Background: an optimization exercise with open tools, aiming at small area and a short achievable clock period. Do not read the settings as production practice. RTL that was checked went through simulation tests only; none was proved equivalent to the original. No functional check of the RTL was part of run 1.

===== flow/flow/run.sh =====
#!/bin/bash
# The standard layout (standard.sh, unchanged synthesis and steps), with
# ORFS's timing repair asked to leave 9.5 ns of setup slack at the design's
# clock period, so that it keeps working on paths well inside the period.
set -euo pipefail
export SETUP_SLACK_MARGIN=9.5
# Port buffers: a plain buffer rather than the cell buffer_ports picks by itself.
export BUFFER_PORTS_ARGS="-buffer_cell sky130_fd_sc_hd__buf_4"
bash standard.sh > flow.log 2>&1

===== flow/standard.sh =====
#!/bin/bash
# synth_recipe.tcl (not shown) runs the flow's synth.tcl, then flattens the netlist and writes it again
# the make line also repeats each setting of config.mk as NAME=value (left out here)
make -C /OpenROAD-flow-scripts/flow DESIGN_CONFIG=/design/flow/config.mk WORK_HOME=/design/flow/orfs CLKGATE_MAP_FILE= SYNTH_SCRIPT=/design/flow/synth_recipe.tcl "${@:-finish}"

===== flow/config.mk =====
export PLATFORM = sky130hd
export DESIGN_NAME = lms_weight_updater
export DESIGN_NICKNAME = lms_weight_updater
export VERILOG_FILES = /design/flow/design.v
export SDC_FILE = /design/flow/constraint.sdc
export NUM_CORES = 4
export LEC_CHECK = 0
export CAP_MARGIN = 20
export CORE_MARGIN = 2
export CORE_UTILIZATION = 40
export CTS_BUF_LIST = sky130_fd_sc_hd__clkbuf_16
export CTS_CLUSTER_DIAMETER = 120
export CTS_CLUSTER_SIZE = 24
export SLEW_MARGIN = 20

===== flow/constraint.sdc =====
create_clock -name core_clock -period 14.0 [get_ports {clk_in}]
set_input_delay 2.8000 -clock core_clock [delete_from_list [all_inputs] [get_ports {clk_in}]]
set_output_delay 2.8000 -clock core_clock [all_outputs]
set_load 0.01 [all_outputs]

===== flow/design.v =====
package lms_pkg;
    localparam int unsigned NUM_TAPS   = 32;
    localparam int unsigned WEIGHT_W   = 24;
    localparam int unsigned MU_SHIFT   = 20;
    localparam int unsigned LEAK_SHIFT = 12;
    localparam int unsigned TAP_IDX_W  = $clog2(NUM_TAPS);
    typedef logic signed [WEIGHT_W-1:0] weight_t;
    typedef logic signed [15:0]         sample_t;
endpackage
module ref_sample_buffer #(
    parameter int unsigned DEPTH = lms_pkg::NUM_TAPS
) (
    input  logic                     clk_in,
    input  lms_pkg::sample_t         wr_data,
    input  logic                     wr_en,
    input  logic [$clog2(DEPTH)-1:0] rd_offset,
    output lms_pkg::sample_t         rd_data,
    output lms_pkg::sample_t         head
);
    lms_pkg::sample_t mem [0:DEPTH-1];
    always_ff @(posedge clk_in) begin
        if (wr_en) begin
            mem[0] <= wr_data;
            for (int unsigned i = 1; i < DEPTH; i++) begin
                mem[i] <= mem[i-1];
            end
        end
    end
    assign rd_data = mem[rd_offset];
    assign head    = mem[0];
endmodule
module lms_weight_updater #(
    parameter int unsigned NUM_TAPS   = lms_pkg::NUM_TAPS,
    parameter int unsigned WEIGHT_W   = lms_pkg::WEIGHT_W,
    parameter int unsigned MU_SHIFT   = lms_pkg::MU_SHIFT,
    parameter int unsigned LEAK_SHIFT = lms_pkg::LEAK_SHIFT
) (
    input  logic                        clk_in,
    input  logic                        rst_n_in,
    input  lms_pkg::sample_t            sample_in,
    input  logic                        sample_ready,
    input  lms_pkg::sample_t            error_in,
    input  logic                        error_ready,
    input  logic                        freeze_in,
    output logic signed [WEIGHT_W-1:0]  weight_out,
    output logic [$clog2(NUM_TAPS)-1:0] weight_idx_out,
    output logic                        weight_valid_out,
    output logic                        busy_out,
    output logic                        done_out,
    output logic                        overrun_out
);
    localparam int unsigned IDX_W = $clog2(NUM_TAPS);
    localparam int unsigned CNT_W = IDX_W + 1;
    localparam int unsigned QW    = 86;
    logic                       upd;         
    logic                       dn;          
    logic                       wz;          
    logic [CNT_W-1:0]           hist_n;      
    logic                       pend_valid;  
    logic                       samp_push;   
    lms_pkg::sample_t           samp_q;
    lms_pkg::sample_t           err_q;       
    lms_pkg::sample_t           e_cur;       
    logic signed [WEIGHT_W-1:0] ring [0:NUM_TAPS-1];
    logic                       start;
    logic                       last;
    logic                       buf_wr_en;
    lms_pkg::sample_t           buf_wr_data;
    logic                       hist_add;
    logic [IDX_W-1:0]           rd_base;
    logic [IDX_W-1:0]           rd_offset;
    logic                       pre_valid;
    logic                       hist_any;    
    lms_pkg::sample_t           x_idle;
    lms_pkg::sample_t           x_pre;
    lms_pkg::sample_t           x_pre_next;
    lms_pkg::sample_t           rd_data;
    lms_pkg::sample_t           head;
    lms_pkg::sample_t           x_next;
    logic [7:0]                 d_one, d_two, d_neg;   
    logic signed [WEIGHT_W-1:0] w_cur;
    logic signed [WEIGHT_W-1:0] new_weight;
    ref_sample_buffer #(
        .DEPTH (NUM_TAPS)
    ) u_ref_buf (
        .clk_in    (clk_in),
        .wr_data   (buf_wr_data),
        .wr_en     (buf_wr_en),
        .rd_offset (rd_offset),
        .rd_data   (rd_data),
        .head      (head)
    );
    assign start = !busy_out && error_ready && !freeze_in;
    assign last  = (weight_idx_out == IDX_W'(NUM_TAPS - 2));
    assign hist_add    = (!busy_out && sample_ready) || (dn && (sample_ready || pend_valid));
    assign buf_wr_en   = samp_push;
    assign buf_wr_data = samp_q;
    assign rd_base   = upd ? weight_idx_out + IDX_W'(3) : IDX_W'(1);
    assign rd_offset = rd_base - IDX_W'(samp_push);
    assign pre_valid = hist_n > CNT_W'(rd_base);
    always_comb begin
        x_idle = hist_any ? samp_q : '0;
        x_next = (!busy_out && sample_ready) ? sample_in : (upd ? x_pre : x_idle);
        x_pre_next = (!busy_out && sample_ready) ? x_idle : (pre_valid ? rd_data : '0);
    end
    assign e_cur = busy_out ? err_q : error_in;
    always_comb begin
        for (int i = 0; i < 8; i++) begin
            logic bm, b0, b1;
            bm = (i == 0) ? 1'b0 : e_cur[2*i-1];
            b0 = e_cur[2*i];
            b1 = e_cur[2*i+1];
            d_one[i] = b0 ^ bm;
            d_two[i] = (b1 & !b0 & !bm) | (!b1 & b0 & bm);
            d_neg[i] = b1;
        end
    end
    assign w_cur = wz ? '0 : ring[0];
    logic [QW-1:0] pp_bits;
    logic [QW-1:0] pipe_q;
    lms_tap_pp u_pp (
        .one (d_one),
        .two (d_two),
        .neg (d_neg),
        .x   (x_next),
        .q   (pp_bits)
    );
    always_ff @(posedge clk_in) begin
        pipe_q <= pp_bits;
    end
    lms_tap_sum u_sum (
        .q     (pipe_q),
        .w     (w_cur),
        .new_w (new_weight)
    );
    assign weight_out = ring[NUM_TAPS-1];
    always_ff @(posedge clk_in) begin
        if (!busy_out) begin
            err_q <= error_in;
        end
        if (sample_ready) begin
            samp_q <= sample_in;
        end
        x_pre <= x_pre_next;
        weight_idx_out <= upd ? weight_idx_out + IDX_W'(1) : IDX_W'(NUM_TAPS - 1);
        if (upd) begin
            for (int unsigned i = 0; i < NUM_TAPS - 1; i++) begin
                ring[i] <= ring[i+1];
            end
            ring[NUM_TAPS-1] <= new_weight;
        end
    end
    always_ff @(posedge clk_in or negedge rst_n_in) begin
        if (!rst_n_in) begin
            upd              <= 1'b0;
            dn               <= 1'b0;
            busy_out         <= 1'b0;
            done_out         <= 1'b0;
            overrun_out      <= 1'b0;
            weight_valid_out <= 1'b0;
            pend_valid       <= 1'b0;
            samp_push        <= 1'b0;
            wz               <= 1'b1;
            hist_n           <= '0;
            hist_any         <= 1'b0;
        end else begin
            upd              <= start || (upd && !last);
            dn               <= upd && last;
            busy_out         <= start || upd;
            done_out         <= dn;
            weight_valid_out <= upd;
            overrun_out      <= (upd || dn) && (error_ready || (sample_ready && pend_valid));
            pend_valid       <= upd && (pend_valid || sample_ready);
            samp_push        <= (!busy_out && sample_ready) || (dn && (sample_ready || pend_valid));
            if (upd && last) begin
                wz <= 1'b0;
            end
            if (hist_add) begin
                hist_any <= 1'b1;
            end
            if (hist_add && !hist_n[CNT_W-1]) begin
                hist_n <= hist_n + CNT_W'(1);
            end
        end
    end
endmodule
module lms_tap_pp (
    input  logic [7:0]  one,
    input  logic [7:0]  two,
    input  logic [7:0]  neg,
    input  logic [15:0] x,
    output logic [85:0] q
);
    wire [16:0] xe = {x[15], x};
    wire [16:0] xs = {x, 1'b0};
    wire [16:0] one0 = {17{one[0]}};
    wire [16:0] two0 = {17{two[0]}};
    wire [16:0] ng0  = {17{neg[0]}};
    wire [16:0] pp0 = ((one0 & xe) | (two0 & xs)) ^ ng0;
    wire neg0 = neg[0];
    wire [16:0] one1 = {17{one[1]}};
    wire [16:0] two1 = {17{two[1]}};
    wire [16:0] ng1  = {17{neg[1]}};
    wire [16:0] pp1 = ((one1 & xe) | (two1 & xs)) ^ ng1;
    wire neg1 = neg[1];
    wire [16:0] one2 = {17{one[2]}};
    wire [16:0] two2 = {17{two[2]}};
    wire [16:0] ng2  = {17{neg[2]}};
    wire [16:0] pp2 = ((one2 & xe) | (two2 & xs)) ^ ng2;
    wire neg2 = neg[2];
    wire [16:0] one3 = {17{one[3]}};
    wire [16:0] two3 = {17{two[3]}};
    wire [16:0] ng3  = {17{neg[3]}};
    wire [16:0] pp3 = ((one3 & xe) | (two3 & xs)) ^ ng3;
    wire neg3 = neg[3];
    wire [16:0] one4 = {17{one[4]}};
    wire [16:0] two4 = {17{two[4]}};
    wire [16:0] ng4  = {17{neg[4]}};
    wire [16:0] pp4 = ((one4 & xe) | (two4 & xs)) ^ ng4;
    wire neg4 = neg[4];
    wire [16:0] one5 = {17{one[5]}};
    wire [16:0] two5 = {17{two[5]}};
    wire [16:0] ng5  = {17{neg[5]}};
    wire [16:0] pp5 = ((one5 & xe) | (two5 & xs)) ^ ng5;
    wire neg5 = neg[5];
    wire [16:0] one6 = {17{one[6]}};
    wire [16:0] two6 = {17{two[6]}};
    wire [16:0] ng6  = {17{neg[6]}};
    wire [16:0] pp6 = ((one6 & xe) | (two6 & xs)) ^ ng6;
    wire neg6 = neg[6];
    wire [16:0] one7 = {17{one[7]}};
    wire [16:0] two7 = {17{two[7]}};
    wire [16:0] ng7  = {17{neg[7]}};
    wire [16:0] pp7 = ((one7 & xe) | (two7 & xs)) ^ ng7;
    wire neg7 = neg[7];
    wire a0 = pp0[2] ^ pp1[0] ^ neg1;
    wire a1 = (pp0[2] & pp1[0]) | (pp0[2] & neg1) | (pp1[0] & neg1);
    wire a2 = pp0[4] ^ pp1[2] ^ pp2[0];
    wire a3 = (pp0[4] & pp1[2]) | (pp0[4] & pp2[0]) | (pp1[2] & pp2[0]);
    wire a4 = pp0[5] ^ pp1[3] ^ pp2[1];
    wire a5 = (pp0[5] & pp1[3]) | (pp0[5] & pp2[1]) | (pp1[3] & pp2[1]);
    wire a6 = pp0[6] ^ pp1[4] ^ pp2[2];
    wire a7 = (pp0[6] & pp1[4]) | (pp0[6] & pp2[2]) | (pp1[4] & pp2[2]);
    wire a8 = pp0[7] ^ pp1[5] ^ pp2[3];
    wire a9 = (pp0[7] & pp1[5]) | (pp0[7] & pp2[3]) | (pp1[5] & pp2[3]);
    wire a10 = pp0[8] ^ pp1[6] ^ pp2[4];
    wire a11 = (pp0[8] & pp1[6]) | (pp0[8] & pp2[4]) | (pp1[6] & pp2[4]);
    wire a12 = pp3[2] ^ pp4[0] ^ neg4;
    wire a13 = (pp3[2] & pp4[0]) | (pp3[2] & neg4) | (pp4[0] & neg4);
    wire a14 = pp0[9] ^ pp1[7] ^ pp2[5];
    wire a15 = (pp0[9] & pp1[7]) | (pp0[9] & pp2[5]) | (pp1[7] & pp2[5]);
    wire a16 = pp0[10] ^ pp1[8] ^ pp2[6];
    wire a17 = (pp0[10] & pp1[8]) | (pp0[10] & pp2[6]) | (pp1[8] & pp2[6]);
    wire a18 = pp3[4] ^ pp4[2] ^ pp5[0];
    wire a19 = (pp3[4] & pp4[2]) | (pp3[4] & pp5[0]) | (pp4[2] & pp5[0]);
    wire a20 = pp0[11] ^ pp1[9] ^ pp2[7];
    wire a21 = (pp0[11] & pp1[9]) | (pp0[11] & pp2[7]) | (pp1[9] & pp2[7]);
    wire a22 = pp3[5] ^ pp4[3] ^ pp5[1];
    wire a23 = (pp3[5] & pp4[3]) | (pp3[5] & pp5[1]) | (pp4[3] & pp5[1]);
    wire a24 = pp0[12] ^ pp1[10] ^ pp2[8];
    wire a25 = (pp0[12] & pp1[10]) | (pp0[12] & pp2[8]) | (pp1[10] & pp2[8]);
    wire a26 = pp3[6] ^ pp4[4] ^ pp5[2];
    wire a27 = (pp3[6] & pp4[4]) | (pp3[6] & pp5[2]) | (pp4[4] & pp5[2]);
    wire a28 = pp0[13] ^ pp1[11] ^ pp2[9];
    wire a29 = (pp0[13] & pp1[11]) | (pp0[13] & pp2[9]) | (pp1[11] & pp2[9]);
    wire a30 = pp3[7] ^ pp4[5] ^ pp5[3];
    wire a31 = (pp3[7] & pp4[5]) | (pp3[7] & pp5[3]) | (pp4[5] & pp5[3]);
    wire a32 = pp0[14] ^ pp1[12] ^ pp2[10];
    wire a33 = (pp0[14] & pp1[12]) | (pp0[14] & pp2[10]) | (pp1[12] & pp2[10]);
    wire a34 = pp3[8] ^ pp4[6] ^ pp5[4];
    wire a35 = (pp3[8] & pp4[6]) | (pp3[8] & pp5[4]) | (pp4[6] & pp5[4]);
    wire a36 = pp6[2] ^ pp7[0] ^ neg7;
    wire a37 = (pp6[2] & pp7[0]) | (pp6[2] & neg7) | (pp7[0] & neg7);
    wire a38 = pp0[15] ^ pp1[13] ^ pp2[11];
    wire a39 = (pp0[15] & pp1[13]) | (pp0[15] & pp2[11]) | (pp1[13] & pp2[11]);
    wire a40 = pp3[9] ^ pp4[7] ^ pp5[5];
    wire a41 = (pp3[9] & pp4[7]) | (pp3[9] & pp5[5]) | (pp4[7] & pp5[5]);
    wire a42 = ~pp0[16] ^ pp1[14] ^ pp2[12];
    wire a43 = (~pp0[16] & pp1[14]) | (~pp0[16] & pp2[12]) | (pp1[14] & pp2[12]);
    wire a44 = pp3[10] ^ pp4[8] ^ pp5[6];
    wire a45 = (pp3[10] & pp4[8]) | (pp3[10] & pp5[6]) | (pp4[8] & pp5[6]);
    wire a46 = pp6[4] ^ pp7[2] ^ 1'b1;
    wire a47 = (pp6[4] & pp7[2]) | (pp6[4] & 1'b1) | (pp7[2] & 1'b1);
    wire a48 = pp1[15] ^ pp2[13] ^ pp3[11];
    wire a49 = (pp1[15] & pp2[13]) | (pp1[15] & pp3[11]) | (pp2[13] & pp3[11]);
    wire a50 = pp4[9] ^ pp5[7] ^ pp6[5];
    wire a51 = (pp4[9] & pp5[7]) | (pp4[9] & pp6[5]) | (pp5[7] & pp6[5]);
    wire a52 = ~pp1[16] ^ pp2[14] ^ pp3[12];
    wire a53 = (~pp1[16] & pp2[14]) | (~pp1[16] & pp3[12]) | (pp2[14] & pp3[12]);
    wire a54 = pp4[10] ^ pp5[8] ^ pp6[6];
    wire a55 = (pp4[10] & pp5[8]) | (pp4[10] & pp6[6]) | (pp5[8] & pp6[6]);
    wire a56 = pp2[15] ^ pp3[13] ^ pp4[11];
    wire a57 = (pp2[15] & pp3[13]) | (pp2[15] & pp4[11]) | (pp3[13] & pp4[11]);
    wire a58 = pp5[9] ^ pp6[7] ^ pp7[5];
    wire a59 = (pp5[9] & pp6[7]) | (pp5[9] & pp7[5]) | (pp6[7] & pp7[5]);
    wire a60 = ~pp2[16] ^ pp3[14] ^ pp4[12];
    wire a61 = (~pp2[16] & pp3[14]) | (~pp2[16] & pp4[12]) | (pp3[14] & pp4[12]);
    wire a62 = pp5[10] ^ pp6[8] ^ pp7[6];
    wire a63 = (pp5[10] & pp6[8]) | (pp5[10] & pp7[6]) | (pp6[8] & pp7[6]);
    wire a64 = pp3[15] ^ pp4[13] ^ pp5[11];
    wire a65 = (pp3[15] & pp4[13]) | (pp3[15] & pp5[11]) | (pp4[13] & pp5[11]);
    wire a66 = pp6[9] ^ pp7[7] ^ 1'b1;
    wire a67 = (pp6[9] & pp7[7]) | (pp6[9] & 1'b1) | (pp7[7] & 1'b1);
    wire a68 = ~pp3[16] ^ pp4[14] ^ pp5[12];
    wire a69 = (~pp3[16] & pp4[14]) | (~pp3[16] & pp5[12]) | (pp4[14] & pp5[12]);
    wire a70 = pp4[15] ^ pp5[13] ^ pp6[11];
    wire a71 = (pp4[15] & pp5[13]) | (pp4[15] & pp6[11]) | (pp5[13] & pp6[11]);
    wire a72 = ~pp4[16] ^ pp5[14] ^ pp6[12];
    wire a73 = (~pp4[16] & pp5[14]) | (~pp4[16] & pp6[12]) | (pp5[14] & pp6[12]);
    wire a74 = pp5[15] ^ pp6[13] ^ pp7[11];
    wire a75 = (pp5[15] & pp6[13]) | (pp5[15] & pp7[11]) | (pp6[13] & pp7[11]);
    wire a76 = ~pp5[16] ^ pp6[14] ^ pp7[12];
    wire a77 = (~pp5[16] & pp6[14]) | (~pp5[16] & pp7[12]) | (pp6[14] & pp7[12]);
    wire a78 = pp6[15] ^ pp7[13] ^ 1'b1;
    wire a79 = (pp6[15] & pp7[13]) | (pp6[15] & 1'b1) | (pp7[13] & 1'b1);
    wire a80 = pp0[3] ^ pp1[1] ^ a1;
    wire a81 = (pp0[3] & pp1[1]) | (pp0[3] & a1) | (pp1[1] & a1);
    wire a82 = pp3[0] ^ neg3 ^ a5;
    wire a83 = (pp3[0] & neg3) | (pp3[0] & a5) | (neg3 & a5);
    wire a84 = pp3[1] ^ a7 ^ a8;
    wire a85 = (pp3[1] & a7) | (pp3[1] & a8) | (a7 & a8);
    wire a86 = a9 ^ a10 ^ a12;
    wire a87 = (a9 & a10) | (a9 & a12) | (a10 & a12);
    wire a88 = pp3[3] ^ pp4[1] ^ a11;
    wire a89 = (pp3[3] & pp4[1]) | (pp3[3] & a11) | (pp4[1] & a11);
    wire a90 = neg5 ^ a15 ^ a16;
    wire a91 = (neg5 & a15) | (neg5 & a16) | (a15 & a16);
    wire a92 = a17 ^ a19 ^ a20;
    wire a93 = (a17 & a19) | (a17 & a20) | (a19 & a20);
    wire a94 = pp6[0] ^ neg6 ^ a21;
    wire a95 = (pp6[0] & neg6) | (pp6[0] & a21) | (neg6 & a21);
    wire a96 = a23 ^ a24 ^ a26;
    wire a97 = (a23 & a24) | (a23 & a26) | (a24 & a26);
    wire a98 = pp6[1] ^ a25 ^ a27;
    wire a99 = (pp6[1] & a25) | (pp6[1] & a27) | (a25 & a27);
    wire a100 = a29 ^ a31 ^ a32;
    wire a101 = (a29 & a31) | (a29 & a32) | (a31 & a32);
    wire a102 = pp6[3] ^ pp7[1] ^ a33;
    wire a103 = (pp6[3] & pp7[1]) | (pp6[3] & a33) | (pp7[1] & a33);
    wire a104 = a35 ^ a37 ^ a38;
    wire a105 = (a35 & a37) | (a35 & a38) | (a37 & a38);
    wire a106 = a39 ^ a41 ^ a42;
    wire a107 = (a39 & a41) | (a39 & a42) | (a41 & a42);
    wire a108 = pp7[3] ^ 1'b1 ^ a43;
    wire a109 = (pp7[3] & 1'b1) | (pp7[3] & a43) | (1'b1 & a43);
    wire a110 = a45 ^ a47 ^ a48;
    wire a111 = (a45 & a47) | (a45 & a48) | (a47 & a48);
    wire a112 = pp7[4] ^ a49 ^ a51;
    wire a113 = (pp7[4] & a49) | (pp7[4] & a51) | (a49 & a51);
    wire a114 = 1'b1 ^ a53 ^ a55;
    wire a115 = (1'b1 & a53) | (1'b1 & a55) | (a53 & a55);
    wire a116 = a57 ^ a59 ^ a60;
    wire a117 = (a57 & a59) | (a57 & a60) | (a59 & a60);
    wire a118 = a61 ^ a63 ^ a64;
    wire a119 = (a61 & a63) | (a61 & a64) | (a63 & a64);
    wire a120 = pp6[10] ^ pp7[8] ^ a65;
    wire a121 = (pp6[10] & pp7[8]) | (pp6[10] & a65) | (pp7[8] & a65);
    wire a122 = pp7[9] ^ 1'b1 ^ a69;
    wire a123 = (pp7[9] & 1'b1) | (pp7[9] & a69) | (1'b1 & a69);
    wire a124 = pp7[10] ^ a71 ^ a72;
    wire a125 = (pp7[10] & a71) | (pp7[10] & a72) | (a71 & a72);
    wire a126 = 1'b1 ^ a73 ^ a74;
    wire a127 = (1'b1 & a73) | (1'b1 & a74) | (a73 & a74);
    wire a128 = ~pp6[16] ^ pp7[14] ^ a79;
    wire a129 = (~pp6[16] & pp7[14]) | (~pp6[16] & a79) | (pp7[14] & a79);
    assign q[0] = pp0[0];  
    assign q[1] = neg0;  
    assign q[2] = pp0[1];  
    assign q[3] = a0;  
    assign q[4] = a80;  
    assign q[5] = neg2;  
    assign q[6] = a2;  
    assign q[7] = a81;  
    assign q[8] = a3;  
    assign q[9] = a4;  
    assign q[10] = a6;  
    assign q[11] = a82;  
    assign q[12] = a83;  
    assign q[13] = a84;  
    assign q[14] = a85;  
    assign q[15] = a86;  
    assign q[16] = a13;  
    assign q[17] = a14;  
    assign q[18] = a87;  
    assign q[19] = a88;  
    assign q[20] = a18;  
    assign q[21] = a89;  
    assign q[22] = a90;  
    assign q[23] = a22;  
    assign q[24] = a91;  
    assign q[25] = a92;  
    assign q[26] = a93;  
    assign q[27] = a94;  
    assign q[28] = a96;  
    assign q[29] = a28;  
    assign q[30] = a30;  
    assign q[31] = a95;  
    assign q[32] = a97;  
    assign q[33] = a98;  
    assign q[34] = a34;  
    assign q[35] = a36;  
    assign q[36] = a99;  
    assign q[37] = a100;  
    assign q[38] = a40;  
    assign q[39] = a101;  
    assign q[40] = a102;  
    assign q[41] = a104;  
    assign q[42] = a44;  
    assign q[43] = a46;  
    assign q[44] = a103;  
    assign q[45] = a105;  
    assign q[46] = a106;  
    assign q[47] = a50;  
    assign q[48] = a107;  
    assign q[49] = a108;  
    assign q[50] = a110;  
    assign q[51] = a52;  
    assign q[52] = a54;  
    assign q[53] = a109;  
    assign q[54] = a111;  
    assign q[55] = a112;  
    assign q[56] = a56;  
    assign q[57] = a58;  
    assign q[58] = a113;  
    assign q[59] = a114;  
    assign q[60] = a62;  
    assign q[61] = a115;  
    assign q[62] = a116;  
    assign q[63] = a66;  
    assign q[64] = a117;  
    assign q[65] = a118;  
    assign q[66] = a67;  
    assign q[67] = a68;  
    assign q[68] = a119;  
    assign q[69] = a120;  
    assign q[70] = a70;  
    assign q[71] = a121;  
    assign q[72] = a122;  
    assign q[73] = a123;  
    assign q[74] = a124;  
    assign q[75] = a125;  
    assign q[76] = a126;  
    assign q[77] = a75;  
    assign q[78] = a76;  
    assign q[79] = a127;  
    assign q[80] = a77;  
    assign q[81] = a78;  
    assign q[82] = a128;  
    assign q[83] = pp7[15];  
    assign q[84] = a129;  
    assign q[85] = ~pp7[16];  
endmodule
module lms_tap_sum (
    input  logic [85:0] q,
    input  logic [23:0] w,
    output logic [23:0] new_w
);
    wire b0 = q[29] ^ q[30];
    wire b1 = q[29] & q[30];
    wire b2 = q[34] ^ q[35];
    wire b3 = q[34] & q[35];
    wire b4 = q[38] ^ q[39];
    wire b5 = q[38] & q[39];
    wire b6 = q[42] ^ q[43] ^ q[44];
    wire b7 = (q[42] & q[43]) | (q[42] & q[44]) | (q[43] & q[44]);
    wire b8 = q[47] ^ q[48];
    wire b9 = q[47] & q[48];
    wire b10 = q[51] ^ q[52] ^ q[53];
    wire b11 = (q[51] & q[52]) | (q[51] & q[53]) | (q[52] & q[53]);
    wire b12 = q[56] ^ q[57];
    wire b13 = q[56] & q[57];
    wire b14 = q[60] ^ q[61];
    wire b15 = q[60] & q[61];
    wire b16 = q[63] ^ q[64];
    wire b17 = q[63] & q[64];
    wire b18 = q[66] ^ q[67] ^ q[68];
    wire b19 = (q[66] & q[67]) | (q[66] & q[68]) | (q[67] & q[68]);
    wire b20 = q[70] ^ q[71];
    wire b21 = q[70] & q[71];
    wire b22 = q[16] ^ q[17];
    wire b23 = q[16] & q[17];
    wire b24 = q[20] ^ q[21];
    wire b25 = q[20] & q[21];
    wire b26 = q[23] ^ q[24];
    wire b27 = q[23] & q[24];
    wire b28 = q[26] ^ q[27];
    wire b29 = q[26] & q[27];
    wire b30 = q[31] ^ q[32] ^ q[33];
    wire b31 = (q[31] & q[32]) | (q[31] & q[33]) | (q[32] & q[33]);
    wire b32 = q[36] ^ q[37] ^ b1;
    wire b33 = (q[36] & q[37]) | (q[36] & b1) | (q[37] & b1);
    wire b34 = q[40] ^ q[41] ^ b3;
    wire b35 = (q[40] & q[41]) | (q[40] & b3) | (q[41] & b3);
    wire b36 = q[45] ^ q[46] ^ b5;
    wire b37 = (q[45] & q[46]) | (q[45] & b5) | (q[46] & b5);
    wire b38 = q[49] ^ q[50] ^ b8;
    wire b39 = (q[49] & q[50]) | (q[49] & b8) | (q[50] & b8);
    wire b40 = q[54] ^ q[55] ^ b9;
    wire b41 = (q[54] & q[55]) | (q[54] & b9) | (q[55] & b9);
    wire b42 = q[58] ^ q[59] ^ b12;
    wire b43 = (q[58] & q[59]) | (q[58] & b12) | (q[59] & b12);
    wire b44 = q[62] ^ w[0] ^ b13;
    wire b45 = (q[62] & w[0]) | (q[62] & b13) | (w[0] & b13);
    wire b46 = q[65] ^ w[1] ^ b15;
    wire b47 = (q[65] & w[1]) | (q[65] & b15) | (w[1] & b15);
    wire b48 = q[69] ^ w[2] ^ b17;
    wire b49 = (q[69] & w[2]) | (q[69] & b17) | (w[2] & b17);
    wire b50 = q[72] ^ w[3] ^ b20;
    wire b51 = (q[72] & w[3]) | (q[72] & b20) | (w[3] & b20);
    wire b52 = q[73] ^ q[74] ^ w[4];
    wire b53 = (q[73] & q[74]) | (q[73] & w[4]) | (q[74] & w[4]);
    wire b54 = q[75] ^ q[76];
    wire b55 = q[75] & q[76];
    wire b56 = q[77] ^ q[78] ^ q[79];
    wire b57 = (q[77] & q[78]) | (q[77] & q[79]) | (q[78] & q[79]);
    wire b58 = q[80] ^ q[81];
    wire b59 = q[80] & q[81];
    wire b60 = 1'b1 ^ q[83];
    wire b61 = 1'b1 & q[83];
    wire b62 = q[5] ^ q[6];
    wire b63 = q[5] & q[6];
    wire b64 = q[8] ^ q[9];
    wire b65 = q[8] & q[9];
    wire b66 = q[10] ^ q[11];
    wire b67 = q[10] & q[11];
    wire b68 = q[12] ^ q[13];
    wire b69 = q[12] & q[13];
    wire b70 = q[14] ^ q[15];
    wire b71 = q[14] & q[15];
    wire b72 = q[18] ^ q[19] ^ b22;
    wire b73 = (q[18] & q[19]) | (q[18] & b22) | (q[19] & b22);
    wire b74 = q[22] ^ b23 ^ b24;
    wire b75 = (q[22] & b23) | (q[22] & b24) | (b23 & b24);
    wire b76 = q[25] ^ b25 ^ b26;
    wire b77 = (q[25] & b25) | (q[25] & b26) | (b25 & b26);
    wire b78 = q[28] ^ b27 ^ b28;
    wire b79 = (q[28] & b27) | (q[28] & b28) | (b27 & b28);
    wire b80 = b29 ^ b0 ^ b30;
    wire b81 = (b29 & b0) | (b29 & b30) | (b0 & b30);
    wire b82 = b2 ^ b31 ^ b32;
    wire b83 = (b2 & b31) | (b2 & b32) | (b31 & b32);
    wire b84 = b4 ^ b33 ^ b34;
    wire b85 = (b4 & b33) | (b4 & b34) | (b33 & b34);
    wire b86 = b6 ^ b35 ^ b36;
    wire b87 = (b6 & b35) | (b6 & b36) | (b35 & b36);
    wire b88 = b7 ^ b37 ^ b38;
    wire b89 = (b7 & b37) | (b7 & b38) | (b37 & b38);
    wire b90 = b10 ^ b39 ^ b40;
    wire b91 = (b10 & b39) | (b10 & b40) | (b39 & b40);
    wire b92 = b11 ^ b41 ^ b42;
    wire b93 = (b11 & b41) | (b11 & b42) | (b41 & b42);
    wire b94 = b14 ^ b43 ^ b44;
    wire b95 = (b14 & b43) | (b14 & b44) | (b43 & b44);
    wire b96 = b16 ^ b45 ^ b46;
    wire b97 = (b16 & b45) | (b16 & b46) | (b45 & b46);
    wire b98 = b18 ^ b47 ^ b48;
    wire b99 = (b18 & b47) | (b18 & b48) | (b47 & b48);
    wire b100 = b19 ^ b49 ^ b50;
    wire b101 = (b19 & b49) | (b19 & b50) | (b49 & b50);
    wire b102 = b21 ^ b52 ^ b51;
    wire b103 = (b21 & b52) | (b21 & b51) | (b52 & b51);
    wire b104 = w[5] ^ b54 ^ b53;
    wire b105 = (w[5] & b54) | (w[5] & b53) | (b54 & b53);
    wire b106 = w[6] ^ b55 ^ b56;
    wire b107 = (w[6] & b55) | (w[6] & b56) | (b55 & b56);
    wire b108 = w[7] ^ b58 ^ b57;
    wire b109 = (w[7] & b58) | (w[7] & b57) | (b58 & b57);
    wire b110 = q[82] ^ w[8] ^ b59;
    wire b111 = (q[82] & w[8]) | (q[82] & b59) | (w[8] & b59);
    wire b112 = q[84] ^ w[9] ^ b60;
    wire b113 = (q[84] & w[9]) | (q[84] & b60) | (w[9] & b60);
    wire b114 = q[85] ^ w[10] ^ b61;
    wire b115 = (q[85] & w[10]) | (q[85] & b61) | (w[10] & b61);
    wire [32:0] ra, rb;
    assign ra[0] = q[0];
    assign rb[0] = q[1];
    assign ra[1] = q[2];
    assign rb[1] = 1'b0;
    assign ra[2] = q[3];
    assign rb[2] = 1'b0;
    assign ra[3] = q[4];
    assign rb[3] = 1'b0;
    assign ra[4] = q[7];
    assign rb[4] = b62;
    assign ra[5] = b63;
    assign rb[5] = b64;
    assign ra[6] = b65;
    assign rb[6] = b66;
    assign ra[7] = b67;
    assign rb[7] = b68;
    assign ra[8] = b69;
    assign rb[8] = b70;
    assign ra[9] = b71;
    assign rb[9] = b72;
    assign ra[10] = b73;
    assign rb[10] = b74;
    assign ra[11] = b75;
    assign rb[11] = b76;
    assign ra[12] = b77;
    assign rb[12] = b78;
    assign ra[13] = b79;
    assign rb[13] = b80;
    assign ra[14] = b81;
    assign rb[14] = b82;
    assign ra[15] = b83;
    assign rb[15] = b84;
    assign ra[16] = b85;
    assign rb[16] = b86;
    assign ra[17] = b87;
    assign rb[17] = b88;
    assign ra[18] = b89;
    assign rb[18] = b90;
    assign ra[19] = b91;
    assign rb[19] = b92;
    assign ra[20] = b93;
    assign rb[20] = b94;
    assign ra[21] = b95;
    assign rb[21] = b96;
    assign ra[22] = b97;
    assign rb[22] = b98;
    assign ra[23] = b99;
    assign rb[23] = b100;
    assign ra[24] = b101;
    assign rb[24] = b102;
    assign ra[25] = b104;
    assign rb[25] = b103;
    assign ra[26] = b105;
    assign rb[26] = b106;
    assign ra[27] = b107;
    assign rb[27] = b108;
    assign ra[28] = b110;
    assign rb[28] = b109;
    assign ra[29] = b111;
    assign rb[29] = b112;
    assign ra[30] = b113;
    assign rb[30] = b114;
    assign ra[31] = 1'b1;
    assign rb[31] = b115;
    assign ra[32] = 1'b1;
    assign rb[32] = 1'b0;
    wire [32:0] g0 = ra & rb;
    wire [32:0] p0 = ra ^ rb;
    wire b116 = g0[1] | (p0[1] & g0[0]);
    wire b117 = p0[1] & p0[0];
    wire b118 = g0[3] | (p0[3] & g0[2]);
    wire b119 = p0[3] & p0[2];
    wire b120 = g0[5] | (p0[5] & g0[4]);
    wire b121 = p0[5] & p0[4];
    wire b122 = g0[7] | (p0[7] & g0[6]);
    wire b123 = p0[7] & p0[6];
    wire b124 = g0[9] | (p0[9] & g0[8]);
    wire b125 = p0[9] & p0[8];
    wire b126 = g0[11] | (p0[11] & g0[10]);
    wire b127 = p0[11] & p0[10];
    wire b128 = g0[13] | (p0[13] & g0[12]);
    wire b129 = p0[13] & p0[12];
    wire b130 = g0[15] | (p0[15] & g0[14]);
    wire b131 = p0[15] & p0[14];
    wire b132 = g0[17] | (p0[17] & g0[16]);
    wire b133 = p0[17] & p0[16];
    wire b134 = g0[19] | (p0[19] & g0[18]);
    wire b135 = p0[19] & p0[18];
    wire b136 = g0[21] | (p0[21] & g0[20]);
    wire b137 = p0[21] & p0[20];
    wire b138 = g0[23] | (p0[23] & g0[22]);
    wire b139 = p0[23] & p0[22];
    wire b140 = g0[25] | (p0[25] & g0[24]);
    wire b141 = p0[25] & p0[24];
    wire b142 = g0[27] | (p0[27] & g0[26]);
    wire b143 = p0[27] & p0[26];
    wire b144 = g0[29] | (p0[29] & g0[28]);
    wire b145 = p0[29] & p0[28];
    wire b146 = g0[31] | (p0[31] & g0[30]);
    wire b147 = p0[31] & p0[30];
    wire b148 = g0[2] | (p0[2] & b116);
    wire b149 = p0[2] & b117;
    wire b150 = b118 | (b119 & b116);
    wire b151 = b119 & b117;
    wire b152 = g0[6] | (p0[6] & b120);
    wire b153 = p0[6] & b121;
    wire b154 = b122 | (b123 & b120);
    wire b155 = b123 & b121;
    wire b156 = g0[10] | (p0[10] & b124);
    wire b157 = p0[10] & b125;
    wire b158 = b126 | (b127 & b124);
    wire b159 = b127 & b125;
    wire b160 = g0[14] | (p0[14] & b128);
    wire b161 = p0[14] & b129;
    wire b162 = b130 | (b131 & b128);
    wire b163 = b131 & b129;
    wire b164 = g0[18] | (p0[18] & b132);
    wire b165 = p0[18] & b133;
    wire b166 = b134 | (b135 & b132);
    wire b167 = b135 & b133;
    wire b168 = g0[22] | (p0[22] & b136);
    wire b169 = p0[22] & b137;
    wire b170 = b138 | (b139 & b136);
    wire b171 = b139 & b137;
    wire b172 = g0[26] | (p0[26] & b140);
    wire b173 = p0[26] & b141;
    wire b174 = b142 | (b143 & b140);
    wire b175 = b143 & b141;
    wire b176 = g0[30] | (p0[30] & b144);
    wire b177 = p0[30] & b145;
    wire b178 = b146 | (b147 & b144);
    wire b179 = b147 & b145;
    wire b180 = g0[4] | (p0[4] & b150);
    wire b181 = p0[4] & b151;
    wire b182 = b120 | (b121 & b150);
    wire b183 = b121 & b151;
    wire b184 = b152 | (b153 & b150);
    wire b185 = b153 & b151;
    wire b186 = b154 | (b155 & b150);
    wire b187 = b155 & b151;
    wire b188 = g0[12] | (p0[12] & b158);
    wire b189 = p0[12] & b159;
    wire b190 = b128 | (b129 & b158);
    wire b191 = b129 & b159;
    wire b192 = b160 | (b161 & b158);
    wire b193 = b161 & b159;
    wire b194 = b162 | (b163 & b158);
    wire b195 = b163 & b159;
    wire b196 = g0[20] | (p0[20] & b166);
    wire b197 = p0[20] & b167;
    wire b198 = b136 | (b137 & b166);
    wire b199 = b137 & b167;
    wire b200 = b168 | (b169 & b166);
    wire b201 = b169 & b167;
    wire b202 = b170 | (b171 & b166);
    wire b203 = b171 & b167;
    wire b204 = g0[28] | (p0[28] & b174);
    wire b205 = p0[28] & b175;
    wire b206 = b144 | (b145 & b174);
    wire b207 = b145 & b175;
    wire b208 = b176 | (b177 & b174);
    wire b209 = b177 & b175;
    wire b210 = b178 | (b179 & b174);
    wire b211 = b179 & b175;
    wire b212 = g0[8] | (p0[8] & b186);
    wire b213 = p0[8] & b187;
    wire b214 = b124 | (b125 & b186);
    wire b215 = b125 & b187;
    wire b216 = b156 | (b157 & b186);
    wire b217 = b157 & b187;
    wire b218 = b158 | (b159 & b186);
    wire b219 = b159 & b187;
    wire b220 = b188 | (b189 & b186);
    wire b221 = b189 & b187;
    wire b222 = b190 | (b191 & b186);
    wire b223 = b191 & b187;
    wire b224 = b192 | (b193 & b186);
    wire b225 = b193 & b187;
    wire b226 = b194 | (b195 & b186);
    wire b227 = b195 & b187;
    wire b228 = g0[24] | (p0[24] & b202);
    wire b229 = p0[24] & b203;
    wire b230 = b140 | (b141 & b202);
    wire b231 = b141 & b203;
    wire b232 = b172 | (b173 & b202);
    wire b233 = b173 & b203;
    wire b234 = b174 | (b175 & b202);
    wire b235 = b175 & b203;
    wire b236 = b204 | (b205 & b202);
    wire b237 = b205 & b203;
    wire b238 = b206 | (b207 & b202);
    wire b239 = b207 & b203;
    wire b240 = b208 | (b209 & b202);
    wire b241 = b209 & b203;
    wire b242 = b210 | (b211 & b202);
    wire b243 = b211 & b203;
    wire b244 = g0[16] | (p0[16] & b226);
    wire b245 = p0[16] & b227;
    wire b246 = b132 | (b133 & b226);
    wire b247 = b133 & b227;
    wire b248 = b164 | (b165 & b226);
    wire b249 = b165 & b227;
    wire b250 = b166 | (b167 & b226);
    wire b251 = b167 & b227;
    wire b252 = b196 | (b197 & b226);
    wire b253 = b197 & b227;
    wire b254 = b198 | (b199 & b226);
    wire b255 = b199 & b227;
    wire b256 = b200 | (b201 & b226);
    wire b257 = b201 & b227;
    wire b258 = b202 | (b203 & b226);
    wire b259 = b203 & b227;
    wire b260 = b228 | (b229 & b226);
    wire b261 = b229 & b227;
    wire b262 = b230 | (b231 & b226);
    wire b263 = b231 & b227;
    wire b264 = b232 | (b233 & b226);
    wire b265 = b233 & b227;
    wire b266 = b234 | (b235 & b226);
    wire b267 = b235 & b227;
    wire b268 = b236 | (b237 & b226);
    wire b269 = b237 & b227;
    wire b270 = b238 | (b239 & b226);
    wire b271 = b239 & b227;
    wire b272 = b240 | (b241 & b226);
    wire b273 = b241 & b227;
    wire b274 = b242 | (b243 & b226);
    wire b275 = b243 & b227;
    wire b276 = g0[32] | (p0[32] & b274);
    wire b277 = p0[32] & b275;
    wire [32:20] t;
    assign t[20] = p0[20] ^ b250;
    assign t[21] = p0[21] ^ b252;
    assign t[22] = p0[22] ^ b254;
    assign t[23] = p0[23] ^ b256;
    assign t[24] = p0[24] ^ b258;
    assign t[25] = p0[25] ^ b260;
    assign t[26] = p0[26] ^ b262;
    assign t[27] = p0[27] ^ b264;
    assign t[28] = p0[28] ^ b266;
    assign t[29] = p0[29] ^ b268;
    assign t[30] = p0[30] ^ b270;
    assign t[31] = p0[31] ^ b272;
    assign t[32] = p0[32] ^ b274;
    wire [12:0] wh     = w[23:11];
    wire [12:0] wh_inc = wh + 13'd1;
    wire [12:0] wh_dec = wh - 13'd1;
    wire        wh_max = (wh == 13'h0fff);
    wire        wh_min = (wh == 13'h1000);
    wire [12:0] hi_inc = wh_max ? wh : wh_inc;
    wire [12:0] hi_dec = wh_min ? wh : wh_dec;
    wire [23:0] nw;
    assign nw[23:11] = (t[32] == 1'b0 && t[31] == 1'b1) ? hi_inc : (t[32] ? hi_dec : wh);
    assign nw[10:0]  = (t[32] == 1'b0 && t[31] == 1'b1 && wh_max) ? 11'h7ff :
                          ((t[32] && wh_min) ? 11'h000 : t[30:20]);
    assign new_w = nw;
endmodule

==> flow_summary.json, run 1 <==
{
  "drv_slew": 0,
  "yosysWarnings": 4,
  "hold_path.class": "reg -> reg",
  "cp-end-kind": "register",
  "syn_nets": 3351,
  "io_pins": 70,
  "grtUsageMet3": 0.0274,
  "overflow": 0,
  "synth_cell_types": 87,
  "worstSetupPathType": "in -> reg",
  "crit_buf_inv": 4,
  "grt_pass1_vias": 27100,
  "cts_tree": "yes",
  "hold_viol_final": 0,
  "drc": 0,
  "syn_area_mm2": 0.0541,
  "grtUsageMet1": 0.261,
  "gp_congestion": 0.838,
  "placed_area_mm2": 0.0572,
  "fin_area_mm2": 0.0616,
  "use_met2": 0.259,
  "drive_gt1_frac": 0.173,
  "synth_edf_count": 1296,
  "antennaDiodeCount": 0,
  "rsz0062_at_grt": "yes",
  "clkLatencyLatePin_ns": 0.71,
  "slowest_stage": "fa_1",
  "cts_max_level": 3,
  "die_w_um": 372,
  "tightestPinTransition_ns": 1.08,
  "maxCapViolCount": 0,
  "drtIter0Drc": 3845,
  "min_period_over_period": 0.334,
  "dieArea_mm2": 0.138,
  "max_freq_mhz": 214,
  "syn_avg_cell_area_um2": 17.1,
  "synth_cells": 3157,
  "critPathArrivalTime_ns": 5.25,
  "crit_path_max_fanout": 7,
  "hpwl_um": 71000,
  "num_vias": 28700,
  "slew_headroom": 0.274,
  "initial_core_util": 0.404,
  "clock_sinks": 1433,
  "cp.required_ns": 14.58,
  "yosysMostFrequentCell": "edfxtp_1",
  "cts_root_buffer": "clkbuf_16",
  "drt_wl_total_um": 123000,
  "grt.busiest_layer": "met1",
  "status": "complete, no violations",
  "num_rows": 134,
  "synth_top_area_share": 0.719,
  "netlist_top_cells_area": "edfxtp_1, dfxtp_1, fa_1",
  "die_y_um": 372,
  "clkTransAtPathRegs_ns": 0.10,
  "critical-path-top-delay-family": "adder cells",
  "setup_viol_count_final": 0,
  "layout.nets": 3579,
  "synth_common_cells": "edfxtp_1, nand2_1, xnor2_1",
  "ys_seq_area_frac": 0.771,
  "clockBufferDepth": 3,
  "antenna_found_initial": 2,
  "finalSetupTns_ns": 0,
  "via_per_inst": 5.54,
  "firstDrtPassIters": 8,
  "synth_seq_cells": 1433,
  "io_buffer_count": 69,
  "path_cells": "buf_4 -> mux2i_2 -> buf_6 -> clkinvlp_4 -> nor3_4 -> nor2_4 -> buf_6 -> o22ai_2 -> xnor2_1 -> fa_1 -> fa_1",
  "grt_pass1_wl_um": 180000,
  "slowest_delay_ns": 0.47,
  "final_antenna_net_count": 0,
  "finalClockSkew_ns": 0.0452,
  "critPathLaunchType": "primary input",
  "coreArea_mm2": 0.134,
  "drt-wirelength-per-cell_um": 23.6,
  "grt_max_degree": 215,
  "yosysTopAreaCell": "edfxtp_1",
  "grt.total_usage": 0.174,
  "area_delta_synth_final_pct": 13.9,
  "fin_crit_ns": 4.67,
  "final_cells": 5188,
  "numCtsBuffers": 69,
  "ys.flop_type": "edfxtp_1",
  "dp.cells": 4930,
  "async_flop_share": 0.0112
}
==> path summary, 6_finish.rpt <==
path                                    end         startpoint  depth (start not counted)  slack, ns
min in group asynchronous  weight_valid_out           rst_n_in                          1       1.97
max in group asynchronous                wz           rst_n_in                          1      11.72
hold / removal                  ring[10][8]        ring[11][8]                          0       0.42
setup reg to reg                   x_pre[9]  weight_idx_out[0]                         13       9.67
hold reg to reg                 ring[10][8]        ring[11][8]                          0       0.42
setup / recovery                 pipe_q[13]        error_in[5]                         11       9.33
==> worst register-to-register path, cell delays in order, from the launching register on <==
cell and delay, ns:
dfxtp_2 0.38, inv_1 0.09, ha_1 0.41, and3b_1 0.26, mux2_4 0.39, clkinv_4 0.27
nand2_1 0.42, o221ai_2 0.18, buf_4 0.24, a2111o_1 0.40, a31oi_4 0.29, a21o_2 0.47
a31o_1 0.28, o221ai_1 0.15
==> state kept, by name, indices dropped and copies added, names as in the netlist <==
register and flops:
upd 1, dn 1, err_q 14, x_pre 16
done_out 1, pend_valid 1, samp_push 1, samp_q 16
hist_any 1, pipe_q 86, u_ref_buf.mem 512, ring 768
weight_idx_out 5, busy_out 1, hist_n 6, overrun_out 1
wz 1, weight_valid_out 1
==> per-stage QoR <==
stage	hold slack, ns	setup WS [ns]	utilization
floorplan	0.374	4.92	-
global placement	0.400	7.85	0.426
detailed placement	0.405	7.85	0.427
CTS	0.417	9.44	0.453
global route	0.427	9.30	0.460
finish	0.415	9.33	0.460
==> repair_timing <==
| item | CTS | global route |
|---|---|---|
| cloned | 2 | 5 |
| pin swaps | 20 | 36 |
| setup endpoints to repair | 113 | 70 |
| buffers inserted | 110 | 34 |
| gates resized for setup | 98 | 114 |
| hold buffers | 0 | 0 |
==> cell families (layout without fill, tap and decap cells) <==
| group | Yosys count | in the layout | share of synthesized area |
|---|---|---|---|
| flops | 1433 | 1433 | 0.771 |
| compound gates | 587 | 587 | 0.0749 |
| simple gates | 489 | 491 | 0.0440 |
| buf+inv | 265 | 526 | 0.0204 |
| fa+ha+maj | 157 | 157 | 0.0489 |
| xor+xnor | 149 | 149 | 0.0253 |
| mux | 77 | 77 | 0.0154 |
==> metal layers <==
layer  up-vias  routed length [µm]  part of all wire
met5         -                   0                 0
met4         0                3610             0.029
met3       218                9300             0.076
met2      1269               55200              0.45
met1     14700               54500              0.44
li1      12600                   -                 -
==> cell type report <==
cell class              count  area (µm²)
multi-input cells        1461       12500
flip-flops and latches   1433       41800
inverters                 131         536
repair buffers            289        2680
clock buffers              73        1830
clock inverters            33         159
well taps                1768        2210
fillers                 11300       72300
==> cell usage in the layout (no fill, tap or decap), types with 18 or more instances in the layout <==
master / instances
edfxtp_1: 1296
a22o_1: 32
inv_1: 138
buf_12: 28
ha_1: 64
clkbuf_16: 74
fa_1: 81
nor3_1: 28
nand4_1: 36
a221oi_1: 23
o22ai_1: 86
nand2_1: 156
dfxtp_1: 119
nor2b_1: 22
nor2_1: 77
o21ai_0: 83
nand3_1: 48
a22oi_1: 83
xnor2_1: 117
o211ai_1: 21
and3_1: 19
o22ai_2: 18
mux2i_1: 45
a21oi_1: 61
buf_4: 234
==> run 2, diff against run 1 <==
--- a/flow/design.v
+++ b/flow/design.v
@@ -59,8 +59,7 @@
     logic                       pend_valid;  
     logic                       samp_push;   
     lms_pkg::sample_t           samp_q;
-    lms_pkg::sample_t           err_q;       
-    lms_pkg::sample_t           e_cur;       
+    logic [7:0]                 e_one, e_two, e_neg;    
     logic signed [WEIGHT_W-1:0] ring [0:NUM_TAPS-1];
     logic                       start;
     logic                       last;
@@ -77,7 +76,7 @@
     lms_pkg::sample_t           rd_data;
     lms_pkg::sample_t           head;
     lms_pkg::sample_t           x_next;
-    logic [7:0]                 d_one, d_two, d_neg;   
+    logic [7:0]                 in_one, in_two, in_neg;   
     logic signed [WEIGHT_W-1:0] w_cur;
     logic signed [WEIGHT_W-1:0] new_weight;
     ref_sample_buffer #(
@@ -103,25 +102,24 @@
         x_next = (!busy_out && sample_ready) ? sample_in : (upd ? x_pre : x_idle);
         x_pre_next = (!busy_out && sample_ready) ? x_idle : (pre_valid ? rd_data : '0);
     end
-    assign e_cur = busy_out ? err_q : error_in;
     always_comb begin
         for (int i = 0; i < 8; i++) begin
             logic bm, b0, b1;
-            bm = (i == 0) ? 1'b0 : e_cur[2*i-1];
-            b0 = e_cur[2*i];
-            b1 = e_cur[2*i+1];
-            d_one[i] = b0 ^ bm;
-            d_two[i] = (b1 & !b0 & !bm) | (!b1 & b0 & bm);
-            d_neg[i] = b1;
+            bm = (i == 0) ? 1'b0 : error_in[2*i-1];
+            b0 = error_in[2*i];
+            b1 = error_in[2*i+1];
+            in_one[i] = b0 ^ bm;
+            in_two[i] = (b1 & !b0 & !bm) | (!b1 & b0 & bm);
+            in_neg[i] = b1;
         end
     end
     assign w_cur = wz ? '0 : ring[0];
     logic [QW-1:0] pp_bits;
     logic [QW-1:0] pipe_q;
     lms_tap_pp u_pp (
-        .one (d_one),
-        .two (d_two),
-        .neg (d_neg),
+        .one (busy_out ? e_one : in_one),
+        .two (busy_out ? e_two : in_two),
+        .neg (busy_out ? e_neg : in_neg),
         .x   (x_next),
         .q   (pp_bits)
     );
@@ -136,7 +134,9 @@
     assign weight_out = ring[NUM_TAPS-1];
     always_ff @(posedge clk_in) begin
         if (!busy_out) begin
-            err_q <= error_in;
+            e_one <= in_one;
+            e_two <= in_two;
+            e_neg <= in_neg;
         end
         if (sample_ready) begin
             samp_q <= sample_in;
--- a/flow/config.mk
+++ b/flow/config.mk
@@ -8,7 +8,6 @@
 export CAP_MARGIN = 20
 export CORE_MARGIN = 2
 export CORE_UTILIZATION = 40
-export CTS_BUF_LIST = sky130_fd_sc_hd__clkbuf_16
-export CTS_CLUSTER_DIAMETER = 120
+export CTS_BUF_LIST = sky130_fd_sc_hd__clkbuf_8
 export CTS_CLUSTER_SIZE = 24
 export SLEW_MARGIN = 20
==> run 2 against run 1 <==
Highest routed layer is now met5. Clock skew grew 0.012 ns. Synthesized area grew 0.86%. Count of clock-buffer cells in the layout grew 163. Die area grew 0.85%. Critical path type is now reg -> reg. Worst hold slack lost 0.018 ns. Register-to-register slack lost 0.16 ns. Synthesized cell count grew 1.9%.
==> flow_summary.json, run 2 <==
{
  "clockBufferDepth": 3,
  "layout_commonest_cell": "edfxtp_1",
  "hpwl_um": 75200,
  "syn_avg_cell_area_um2": 17.0,
  "synth_edf_count": 1296,
  "synth_top_area_share": 0.713,
  "async_flop_share": 0.0111,
  "grt_pass1_wl_um": 187000,
  "status": "complete, no violations",
  "synth_seq_cells": 1441,
  "synth_common_cells": "edfxtp_1, xnor2_1, nand2_1",
  "final_antenna_net_count": 0,
  "ys_seq_area_frac": 0.767,
  "dp.cells": 5011,
  "cp.required_ns": 14.82,
  "cts_tree": "yes",
  "finalSetupTns_ns": 0,
  "drtIter0Drc": 3519,
  "dieArea_mm2": 0.139,
  "largest_register_ffs": 768,
  "biggestRegsByFlops": "ring (768), u_ref_buf.mem (512), pipe_q (86)",
  "layout.nets": 3719,
  "crit_path_max_fanout": 78,
  "coreArea_mm2": 0.135,
  "max_freq_mhz": 223,
  "drive_gt1_frac": 0.173,
  "final_cell_mix": "edfxtp_1, clkbuf_8, inv_1, buf_4, xnor2_1",
  "hold_path.class": "reg -> reg",
  "area_delta_synth_final_pct": 15.2,
  "antenna_found_initial": 7,
  "yosysMostFrequentCell": "edfxtp_1",
  "slew_headroom": 0.252,
  "firstDrtPassIters": 6,
  "fin_crit_ns": 4.49,
  "min_period_over_period": 0.320,
  "drt-wirelength-per-cell_um": 23.2,
  "yosysWarnings": 4,
  "worstSetupPathType": "reg -> reg",
  "drt_wl_total_um": 127000,
  "cp-end-kind": "register",
  "synth_cell_types": 88,
  "io_pins": 70,
  "grt.total_usage": 0.178,
  "num_rows": 135,
  "syn_nets": 3412,
  "hold_buffers": 0,
  "drc": 0,
  "yosysTopAreaCell": "edfxtp_1",
  "tightestPinTransition_ns": 1.12,
  "die_w_um": 373,
  "numCtsBuffers": 224,
  "overflow": 0,
  "clkTransAtPathRegs_ns": 0.06,
  "io_buffer_count": 69,
  "final_cells": 5479,
  "num_vias": 29800,
  "hold_viol_final": 0,
  "top_register": "ring",
  "netlist_top_cells_area": "edfxtp_1, dfxtp_1, fa_1",
  "gp_congestion": 0.875,
  "ys.flop_type": "edfxtp_1",
  "maxCapViolCount": 0,
  "finalClockSkew_ns": 0.0574,
  "grt_pass1_vias": 29100,
  "drv_slew": 0,
  "clkLatencyLatePin_ns": 0.95,
  "setup_viol_count_final": 0,
  "rsz0062_at_grt": "yes",
  "syn_area_mm2": 0.0546,
  "synth_cells": 3218,
  "grt_max_degree": 192,
  "cts_root_buffer": "clkbuf_8",
  "via_per_inst": 5.43,
  "clock_sinks": 1441,
  "critPathArrivalTime_ns": 5.30,
  "die_y_um": 373,
  "critPathLaunchType": "register",
  "initial_core_util": 0.403,
  "cts_max_level": 4
}
## run 2: path summary, 6_finish.rpt
path / startpoint / end / slack (ns) / cells past startpoint
setup / recovery: upd / x_pre[1] / 9.51 / 11
hold / removal: ring[21][4] / ring[20][4] / 0.40 / 0
setup reg to reg: upd / x_pre[1] / 9.51 / 11
hold reg to reg: ring[21][4] / ring[20][4] / 0.40 / 0
max in group asynchronous: rst_n_in / wz / 11.99 / 1
min in group asynchronous: rst_n_in / done_out / 1.71 / 1
## run 2: area by class of cell
class                           instances  area, µm²
Clock inverter                        160        943
Timing Repair Buffer                  214       1900
Antenna cell                            3       7.51
Clock buffer                          236       3250
Sequential cell                      1441      41900
Multi-Input combinational cell       1503      12100
Fill cell                           11700      72500
Inverter                              141        536
Tap cell                             1781       2230
## run 2: repair_timing
item	4_1_cts	5_1_grt
endpoints found under the setup margin	303	157
buffers inserted	37	31
pin swaps	8	6
endpoints found under the hold margin	0	0
cloned	0	1
gates resized for setup	77	20
## run 2: kinds of logic (layout without fill, tap and decap cells)
group,count (synthesis),count (layout),synth area share
AO/OA/AOI/OAI,595,595,0.0753
XOR/XNOR,173,173,0.0286
adder cells (fa/ha/maj),157,157,0.0485
buffers and inverters,274,751,0.0199
flip-flops,1441,1441,0.767
multiplexers,78,78,0.0166
other,0,3,0
AND/OR/NAND/NOR,500,500,0.0437
## run 2: critical path, cell delays in order, from the launching register on
cell	delay [ns]
dfrtp_4	0.55
buf_8	0.28
buf_12	0.30
nor3b_2	0.24
a221oi_2	0.33
o21ai_2	0.18
a21oi_4	0.51
nor2_1	0.35
a32o_1	0.29
or4_1	0.48
or3_4	0.41
a221o_1	0.32
## run 2: through the flow
step	setup slack, ns	hold slack, ns	utilization	instance area [µm²]
after floorplan	4.82	0.374	-	55000
after global placement	8.06	0.400	0.425	57600
after detailed placement	8.00	0.405	0.425	57600
after CTS	9.42	0.390	0.461	62500
after global routing	9.44	0.395	0.464	62900
final	9.51	0.397	0.464	62900
## run 2: layer usage
layer / vias up / wire length, µm / share of wire / track usage
met5: - / 221 / 0.0017 / 0
met4: 6 / 4040 / 0.032 / 0.0694
met3: 271 / 11600 / 0.091 / 0.0449
met2: 1360 / 55700 / 0.44 / 0.256
met1: 15100 / 55800 / 0.44 / 0.259
li1: 13100 / - / - / -
==> run 3, diff against run 2 <==
--- a/flow/config.mk
+++ b/flow/config.mk
@@ -8,6 +8,7 @@
 export CAP_MARGIN = 20
 export CORE_MARGIN = 2
 export CORE_UTILIZATION = 40
-export CTS_BUF_LIST = sky130_fd_sc_hd__clkbuf_8
+export CTS_BUF_LIST = sky130_fd_sc_hd__clkbuf_16
+export CTS_CLUSTER_DIAMETER = 120
 export CTS_CLUSTER_SIZE = 24
 export SLEW_MARGIN = 20
==> run 3 against run 2 <==
Still clean on timing, DRC and antenna. Maximum frequency is 0.14% lower. Global-route usage decreased by 0.46 points. Setup slack worse by 0.0061 ns. Count of clock-buffer cells in the layout down 163. Utilization shrank 1.3 points.
==> flow_summary.json, run 3 <==
{
  "critPathLaunchType": "primary input",
  "synth_edf_count": 1296,
  "antennaDiodeCount": 0,
  "io_pins": 70,
  "num_rows": 135,
  "dieArea_mm2": 0.139,
  "final_cells": 5212,
  "fin_hold_ws_ns": 0.403,
  "netlist_top_cells_area": "edfxtp_1, dfxtp_1, fa_1",
  "async_flop_share": 0.0111,
  "syn_area_mm2": 0.0546,
  "die_y_um": 373,
  "top_register": "ring",
  "synth_cell_types": 88,
  "coreArea_mm2": 0.135,
  "synth_common_cells": "edfxtp_1, xnor2_1, nand2_1",
  "crit_path_max_fanout": 11,
  "final_antenna_net_count": 0,
  "drv_slew": 0,
  "firstDrtPassIters": 8,
  "grt_max_degree": 192,
  "layout_commonest_cell": "edfxtp_1",
  "overflow": 0,
  "via_per_inst": 5.58,
  "gp_congestion": 0.875,
  "hold_buffers": 0,
  "tightestPinTransition_ns": 1.12,
  "grt.total_usage": 0.173,
  "synth_seq_cells": 1441,
  "ys.flop_type": "edfxtp_1",
  "cts_max_level": 3,
  "antenna_found_initial": 2,
  "final_util": 0.451,
  "cp-end-kind": "register",
  "area_delta_synth_final_pct": 12.0,
  "min_period_over_period": 0.321,
  "cts_tree": "yes",
  "drt_wl_total_um": 125000,
  "biggestRegsByFlops": "ring (768), u_ref_buf.mem (512), pipe_q (86)",
  "ys_seq_area_frac": 0.767,
  "final_cell_mix": "edfxtp_1, buf_4, xnor2_1, inv_1, nand2_1",
  "worstSetupPathType": "in -> reg",
  "worst_r2r_endpoint": "x_pre[1]",
  "drc": 0,
  "r2r_slack_ns": 9.60,
  "clkLatencyLatePin_ns": 0.71,
  "synth_top_area_share": 0.713,
  "critPathArrivalTime_ns": 5.04,
  "fin_crit_ns": 4.49,
  "initial_core_util": 0.403,
  "fillers": 11800,
  "syn_nets": 3412,
  "hp-start": "ring[5][1]",
  "grt_pass1_vias": 27800,
  "io_buffer_count": 69,
  "reg2reg_depth": 15,
  "drt-wirelength-per-cell_um": 24.1,
  "yosysMostFrequentCell": "edfxtp_1",
  "finalSetupTns_ns": 0,
  "largest_register_ffs": 768,
  "clock_sinks": 1441,
  "reg2reg_from": "weight_idx_out[0]",
  "drive_gt1_frac": 0.139,
  "yosysTopAreaCell": "edfxtp_1",
  "fin_area_mm2": 0.0611,
  "holdPathEnd": "ring[4][1]",
  "synth_cells": 3218,
  "dp.cells": 5011,
  "cts_root_buffer": "clkbuf_16",
  "cp.required_ns": 14.55,
  "numCtsBuffers": 70,
  "hpwl_um": 75200,
  "drtIter0Drc": 3795,
  "finalClockSkew_ns": 0.0439,
  "hold_viol_final": 0,
  "slew_headroom": 0.247,
  "setup_viol_count_final": 0,
  "clkTransAtPathRegs_ns": 0.09,
  "status": "complete, no violations",
  "max_freq_mhz": 223,
  "die_w_um": 373,
  "syn_avg_cell_area_um2": 17.0,
  "grt_pass1_wl_um": 183000,
  "layout.nets": 3595,
  "placed_area_mm2": 0.0576,
  "rsz0062_at_grt": "yes",
  "maxCapViolCount": 0,
  "hold_path.class": "reg -> reg",
  "num_vias": 29100,
  "yosysWarnings": 4,
  "clockBufferDepth": 3,
  "hold_depth": 0
}
[run 3: logic make-up after synthesis]
| family | after synthesis | share of synthesized area |
|---|---|---|
| mux | 78 | 0.0166 |
| buf+inv | 274 | 0.0199 |
| fa+ha+maj | 157 | 0.0485 |
| compound gates | 595 | 0.0753 |
| xor+xnor | 173 | 0.0286 |
| simple gates | 500 | 0.0437 |
| flops | 1441 | 0.767 |
[run 3: critical path: stages]
cell	delay, ns
buf_16	0.12
nand2b_4	0.12
buf_6	0.14
o211ai_1	0.21
o21ai_4	0.23
o22ai_2	0.27
xnor2_2	0.11
fa_1	0.60
fa_1	0.43
[run 3: worst max path at each step]
stage	from	to	slack [ns]
after floorplan	upd	x_pre[1]	4.82
after global placement	sample_ready	pipe_q[25]	8.06
after detailed placement	sample_ready	pipe_q[15]	8.00
after CTS	weight_idx_out[0]	x_pre[1]	9.40
after global routing	wz	ring[31][17]	9.48
final	sample_ready	pipe_q[41]	9.51
[run 3: what timing repair did]
action                                  in CTS  in global routing
gates resized for setup                     61                 43
endpoints found under the setup margin     283                157
cloned                                       4                  2
pin swaps                                   15                 20
buffers inserted                            67                 26
[run 3: area by class of cell]
cell class	count	area, µm²	share of cell area
clock buffer	73	1830	0.0299
sequential	1441	41900	0.686
tap	1781	2230	0.0365
clock inverter	29	154	0.00252
inverter	141	539	0.00882
multi-input combinational	1506	12300	0.201
timing repair buffer	241	2210	0.0361
[run 3: metal layers]
metal  vias up  share of wire  track usage
met5         -              0            0
met4         0          0.028       0.0535
met3       204          0.087       0.0352
met2      1315           0.44        0.255
met1     14900           0.44        0.259
li1      12700              -            -
[run 3: stage by stage]
| step | setup WS [ns] |
|---|---|
| after floorplan | 4.82 |
| final | 9.51 |
| after CTS | 9.40 |
| after detailed placement | 8.00 |
| after global placement | 8.06 |
| after global routing | 9.48 |

## afterwards: timing with drivers on the ports
Ports are ideal in the flow. The routed layouts listed here were re-timed in OpenROAD.
Step 1 sets driving cells, clkbuf_16 on the clock port and buf_2 on the other inputs (assumed; they add their load-dependent delay and slew).
Step 2 moves the port delays by t, midway between the first and last clock arrival at a register: inputs arrive t later, outputs are due t later. That takes back most of the time a late clock gives input paths.
a / b / c = ideal ports / drivers / drivers and shift; a / b = the first two.
run	shift t [ns]	setup slack, ns	clock arrival spread, ns	worst slew at a driven data input, ns
run 1	0.760	9.330 / 9.370 / 8.610	0.051 / 0.051	0.09
run 2	0.998	9.514 / 9.463 / 8.586	0.070 / 0.070	0.05
run 3	0.750	9.508 / 9.423 / 8.673	0.055 / 0.055	0.16
After both steps setup and hold are still met in every run listed. The setup slack of run 2, which loses most, moves by -0.051 ns with the drivers and by -0.928 ns with both steps.
